Background: an optimization exercise with open tools, aiming at small area. Do not read the settings as production practice. Where RTL was checked, it was by simulation tests only, not by an equivalence proof against the original. The flow treats the clock pin as an ideal source, which a real chip does not have. Power figures rest on the tool's default switching activity, not on a simulated workload.

==> flow/design.v <==
module reg_scoreboard (
    input  logic        clk,
    input  logic        rst,
    input  logic [31:1] wsel,    
    input  logic [31:1] rsel,    
    input  logic [31:1] dec1,    
    input  logic [31:1] dec2,    
    input  logic        hit1,    
    input  logic        hit2,    
    input  logic        rhit1,   
    input  logic        rhit2,   
    output logic        Busy1,
    output logic        Busy2,
    output logic        Stall
);
    logic [31:1] r_pending;
    always_ff @(posedge clk or posedge rst) begin
        if (rst) begin
            r_pending <= '0;
        end else begin
            r_pending <= rsel | (r_pending & ~wsel);
        end
    end
    logic w_p1;
    logic w_p2;
    reg_file_rdbit u_p1 (.sel({dec1, 1'b0}), .d({r_pending, 1'b0}), .y(w_p1));
    reg_file_rdbit u_p2 (.sel({dec2, 1'b0}), .d({r_pending, 1'b0}), .y(w_p2));
    assign Busy1 = w_p1 && !(hit1 && !rhit1);
    assign Busy2 = w_p2 && !(hit2 && !rhit2);
    assign Stall = Busy1 | Busy2;
endmodule
module reg_file_wb (
    input  logic        clk,
    input  logic        rst,
    input  logic        RegWrite,
    input  logic [4:0]  A3,
    input  logic [31:0] WD3,
    input  logic [4:0]  A1,
    input  logic [4:0]  A2,
    output logic [31:0] RD1,
    output logic [31:0] RD2,
    input  logic        Reserve,
    input  logic [4:0]  ARes,
    output logic        Busy1,
    output logic        Busy2,
    output logic        Stall
);
    logic [31:0] w_rq [1:31];    
    logic [31:1] w_we [4];       
    logic [31:1] r_valid;
    logic [31:1] w_wsel;     
    logic [7:0]  w_whi_n;    
    logic [3:0]  w_wlo_n;    
    logic [31:1] w_rsel;     
    logic [31:1] w_dec1;     
    logic [31:1] w_dec2;
    logic [7:0]  w_hi1;      
    logic [3:0]  w_lo1;      
    logic [7:0]  w_hi2;
    logic [3:0]  w_lo2;
    logic [31:0] w_sel1 [2];     
    logic [31:0] w_sel2 [2];
    logic        w_hit1;     
    logic        w_hit2;
    always_comb begin
        for (int i = 1; i < 32; i++) begin
            w_rsel[i] = Reserve && (ARes == 5'(i));
            w_dec1[i] = !rst && (A1 == 5'(i));
            w_dec2[i] = !rst && (A2 == 5'(i));
        end
    end
    for (genvar k = 0; k < 8; k++) begin : g_whi
        assign w_whi_n[k] = !(RegWrite && (A3[4:2] == 3'(k)));
    end
    for (genvar k = 0; k < 4; k++) begin : g_wlo
        assign w_wlo_n[k] = !(A3[1:0] == 2'(k));
    end
    for (genvar g = 0; g < 4; g++) begin : g_byte
        logic [7:0] r_q [1:31];
        for (genvar i = 1; i < 32; i++) begin : g_row
            reg_file_nor2 u_wdec (.a_n(w_whi_n[i / 4]), .b_n(w_wlo_n[i % 4]), .y(w_we[g][i]));
            assign w_rq[i][8*g +: 8] = r_q[i];
        end
        always_ff @(posedge clk) begin
            for (int i = 1; i < 32; i++) begin
                if (w_we[g][i]) r_q[i] <= WD3[8*g +: 8];
            end
        end
    end
    assign w_wsel = w_we[0];
    always_ff @(posedge clk or posedge rst) begin
        if (rst) begin
            r_valid <= '0;
        end else begin
            r_valid <= r_valid | w_wsel;
        end
    end
    assign w_hit1 = !rst && RegWrite && (A1 == A3) && (A1 != 5'd0);
    assign w_hit2 = !rst && RegWrite && (A2 == A3) && (A2 != 5'd0);
    for (genvar k = 0; k < 8; k++) begin : g_rhi
        assign w_hi1[k] = !rst && !w_hit1 && (A1[4:2] == 3'(k));
        assign w_hi2[k] = !rst && !w_hit2 && (A2[4:2] == 3'(k));
    end
    for (genvar k = 0; k < 4; k++) begin : g_rlo
        assign w_lo1[k] = (A1[1:0] == 2'(k));
        assign w_lo2[k] = (A2[1:0] == 2'(k));
    end
    for (genvar h = 0; h < 2; h++) begin : g_half
        assign w_sel1[h][0] = w_hit1;
        assign w_sel2[h][0] = w_hit2;
        for (genvar i = 1; i < 32; i++) begin : g_row
            reg_file_and3 u_sel1 (.a(w_hi1[i / 4]), .b(w_lo1[i % 4]), .c(r_valid[i]), .y(w_sel1[h][i]));
            reg_file_and3 u_sel2 (.a(w_hi2[i / 4]), .b(w_lo2[i % 4]), .c(r_valid[i]), .y(w_sel2[h][i]));
        end
    end
    for (genvar b = 0; b < 32; b++) begin : g_bit
        logic [31:0] w_col;
        assign w_col[0] = WD3[b];
        for (genvar i = 1; i < 32; i++) begin : g_row
            assign w_col[i] = w_rq[i][b];
        end
        reg_file_rdbit u_rd1 (.sel(w_sel1[b / 16]), .d(w_col), .y(RD1[b]));
        reg_file_rdbit u_rd2 (.sel(w_sel2[b / 16]), .d(w_col), .y(RD2[b]));
    end
    reg_scoreboard u_scoreboard (
        .clk    (clk),
        .rst    (rst),
        .wsel   (w_wsel),
        .rsel   (w_rsel),
        .dec1   (w_dec1),
        .dec2   (w_dec2),
        .hit1   (w_hit1),
        .hit2   (w_hit2),
        .rhit1  (Reserve && (ARes == A1)),
        .rhit2  (Reserve && (ARes == A2)),
        .Busy1  (Busy1),
        .Busy2  (Busy2),
        .Stall  (Stall)
    );
endmodule
module reg_file_rdbit (
    input  logic [31:0] sel,
    input  logic [31:0] d,
    output logic        y
);
    logic [10:0] w_n;
    for (genvar k = 0; k < 10; k++) begin : g_ao
        reg_file_ao222 u_ao (
            .s0(sel[3*k]), .d0(d[3*k]), .s1(sel[3*k+1]), .d1(d[3*k+1]),
            .s2(sel[3*k+2]), .d2(d[3*k+2]), .y_n(w_n[k])
        );
    end
    reg_file_ao22 u_ao_last (
        .s0(sel[30]), .d0(d[30]), .s1(sel[31]), .d1(d[31]), .y_n(w_n[10])
    );
    assign y = ~&w_n;
endmodule
module reg_file_ao222 (
    input  logic s0, d0, s1, d1, s2, d2,
    output logic y_n
);
    assign y_n = ~((s0 & d0) | (s1 & d1) | (s2 & d2));
endmodule
module reg_file_ao22 (
    input  logic s0, d0, s1, d1,
    output logic y_n
);
    assign y_n = ~((s0 & d0) | (s1 & d1));
endmodule
module reg_file_nor2 (
    input  logic a_n, b_n,
    output logic y
);
    assign y = ~(a_n | b_n);
endmodule
module reg_file_and3 (
    input  logic a, b, c,
    output logic y
);
    assign y = a & b & c;
endmodule
Settings: LEC_CHECK=0, CAP_MARGIN=20, CORE_MARGIN=2, CORE_UTILIZATION=55, SETUP_SLACK_MARGIN=0.1, SLEW_MARGIN=20, SYNTH_HIERARCHICAL=1, SYNTH_MINIMUM_KEEP_SIZE=0, BUFFER_PORTS_ARGS=-buffer_cell sky130_fd_sc_hd__buf_2, CTS_ARGS=-sink_clustering_enable -repair_clock_nets -dont_use_dummy_load -buf_list {sky130_fd_sc_hd__clkbuf_8 sky130_fd_sc_hd__clkbuf_16} -sink_clustering_size 28 -sink_clustering_max_diameter 80, POST_CTS_TCL=/design/flow/flow/post_cts.tcl, PRE_GLOBAL_PLACE_TCL=/design/flow/flow/pre_place.tcl; clock period 6.5 ns.
standard.sh (not shown) runs the stock make flow with config.mk's settings and CLKGATE_MAP_FILE= SYNTH_SCRIPT=/design/flow/synth_recipe.tcl, a recipe that flattens the netlist after the stock synthesis.
==> flow/flow/run.sh <==
#!/bin/bash
# Own layout flow: the standard ORFS flow with three changes, all made
# through ORFS's own variables appended to config.mk:
#   * the port buffers are buf_2 instead of the default pick;
#   * clock tree synthesis without dummy loads, using larger sink clusters;
#   * every combinational gate set to its smallest size before placement;
#   * a power (size) recovery pass after clock tree synthesis, which
#     downsizes gates that have timing slack to spare.
# Each tool's full output is kept under orfs/logs (ORFS) and in flow_*.log here.
set -euo pipefail
here=$(pwd)
cat >> config.mk <<EOF
export BUFFER_PORTS_ARGS = -buffer_cell sky130_fd_sc_hd__buf_2
export CTS_ARGS = -sink_clustering_enable -repair_clock_nets -dont_use_dummy_load -buf_list {sky130_fd_sc_hd__clkbuf_8 sky130_fd_sc_hd__clkbuf_16} -sink_clustering_size 28 -sink_clustering_max_diameter 80
export POST_CTS_TCL = $here/flow/post_cts.tcl
export PRE_GLOBAL_PLACE_TCL = $here/flow/pre_place.tcl
EOF
bash standard.sh > flow_standard.log 2>&1
==> flow/flow/post_cts.tcl <==
# Downsize gates with spare slack, keeping the setup margin, then make sure
# the placement is still legal.
log_cmd repair_timing -recover_power 100 -setup_margin 0.4
detailed_placement
check_placement -verbose
==> flow/flow/pre_place.tcl <==
# Synthesis sizes gates without knowing their loads. Before placement, set
# every combinational gate to its smallest drive strength; the placement and
# timing repair that follow size up again only what the layout needs.
set n 0
foreach inst [get_cells *] {
  set ref [get_property $inst ref_name]
  if {![regexp {^sky130_fd_sc_hd__(.+)_([0-9]+)$} $ref -> base size]} { continue }
  if {[regexp {^(df|edf|sdf|dl|conb|tap|fill|decap|diode|clk)} $base]} { continue }
  set best ""
  set best_area [get_property [get_lib_cells */$ref] area]
  foreach s {0 1 2} {
    if {$s >= $size} { break }
    set cand [get_lib_cells -quiet */sky130_fd_sc_hd__${base}_$s]
    if {$cand eq ""} { continue }
    set a [get_property $cand area]
    if {$a < $best_area} { set best sky130_fd_sc_hd__${base}_$s; set best_area $a }
  }
  if {$best ne ""} {
    replace_cell $inst $best
    incr n
  }
}
puts "pre_place: downsized $n gates"
==> next run, changes <==
--- a/flow/design.v
+++ b/flow/design.v
@@ -55,10 +55,6 @@
     logic [31:1] w_dec1;     
     logic [31:1] w_dec2;
-    logic [7:0]  w_hi1;      
-    logic [3:0]  w_lo1;      
-    logic [7:0]  w_hi2;
-    logic [3:0]  w_lo2;
-    logic [31:0] w_sel1 [2];     
-    logic [31:0] w_sel2 [2];
+    logic [31:0] w_sel1;     
+    logic [31:0] w_sel2;
     logic        w_hit1;     
     logic        w_hit2;
@@ -98,20 +94,6 @@
     assign w_hit1 = !rst && RegWrite && (A1 == A3) && (A1 != 5'd0);
     assign w_hit2 = !rst && RegWrite && (A2 == A3) && (A2 != 5'd0);
-    for (genvar k = 0; k < 8; k++) begin : g_rhi
-        assign w_hi1[k] = !rst && !w_hit1 && (A1[4:2] == 3'(k));
-        assign w_hi2[k] = !rst && !w_hit2 && (A2[4:2] == 3'(k));
-    end
-    for (genvar k = 0; k < 4; k++) begin : g_rlo
-        assign w_lo1[k] = (A1[1:0] == 2'(k));
-        assign w_lo2[k] = (A2[1:0] == 2'(k));
-    end
-    for (genvar h = 0; h < 2; h++) begin : g_half
-        assign w_sel1[h][0] = w_hit1;
-        assign w_sel2[h][0] = w_hit2;
-        for (genvar i = 1; i < 32; i++) begin : g_row
-            reg_file_and3 u_sel1 (.a(w_hi1[i / 4]), .b(w_lo1[i % 4]), .c(r_valid[i]), .y(w_sel1[h][i]));
-            reg_file_and3 u_sel2 (.a(w_hi2[i / 4]), .b(w_lo2[i % 4]), .c(r_valid[i]), .y(w_sel2[h][i]));
-        end
-    end
+    assign w_sel1 = {w_dec1 & r_valid & {31{!w_hit1}}, w_hit1};
+    assign w_sel2 = {w_dec2 & r_valid & {31{!w_hit2}}, w_hit2};
     for (genvar b = 0; b < 32; b++) begin : g_bit
         logic [31:0] w_col;
@@ -120,6 +102,6 @@
             assign w_col[i] = w_rq[i][b];
         end
-        reg_file_rdbit u_rd1 (.sel(w_sel1[b / 16]), .d(w_col), .y(RD1[b]));
-        reg_file_rdbit u_rd2 (.sel(w_sel2[b / 16]), .d(w_col), .y(RD2[b]));
+        reg_file_rdbit u_rd1 (.sel(w_sel1), .d(w_col), .y(RD1[b]));
+        reg_file_rdbit u_rd2 (.sel(w_sel2), .d(w_col), .y(RD2[b]));
     end
     reg_scoreboard u_scoreboard (
@@ -174,8 +156,2 @@
     assign y = ~(a_n | b_n);
 endmodule
-module reg_file_and3 (
-    input  logic a, b, c,
-    output logic y
-);
-    assign y = a & b & c;
-endmodule
Effect:
- clock skew does not change
- global-route usage rose by 2.7 points
- routed wire length rose by a few percent
- first-iteration DRC count rose by about a fifth
- total power rose slightly
- cell count rose slightly
- worst setup slack degrades by 7.8 ps
- core utilization rose by 2.1 points
- cell area rose by a few percent
- sequential share of layout area fell by 2.3 points
- count of clock-buffer cells in the layout rose by 1
- synthesized area is about the same
Only the layout flow was run in the second run of this note; the RTL was not checked for function there.

separate check: timing with driven ports:
The flow's constraints put no driver on any port. The routed layouts listed below were extracted and timed again, unchanged, in two steps.
Step 1, drivers: a clkbuf_16 drives clk and a buf_2 each remaining input, both assumed.
Step 2 moves the port delays by t, midway between the first and last clock arrival at a register: inputs arrive t later, outputs are due t later. That takes back most of the time a late clock gives input paths.
Three values: ideal, step 1, step 2; two values: the first two.
| run | t, ns | slack for setup (ns) | hold WS [ns] | worst setup path at the end | slew at the worst register clock pin (ns) |
|---|---|---|---|---|---|
| the first run | 0.695 | 0.144 / 0.118 / 0.118 | 0.517 / 0.517 / 0.517 | input to output | 0.11 / 0.11 |
| the second run | 0.689 | 0.136 / 0.116 / 0.116 | 0.518 / 0.518 / 0.518 | input to output | 0.11 / 0.11 |
After both steps setup and hold are still met in every run listed. The setup slack of the first run, which loses most, moves by -0.026 ns with the drivers and by -0.026 ns with both steps.
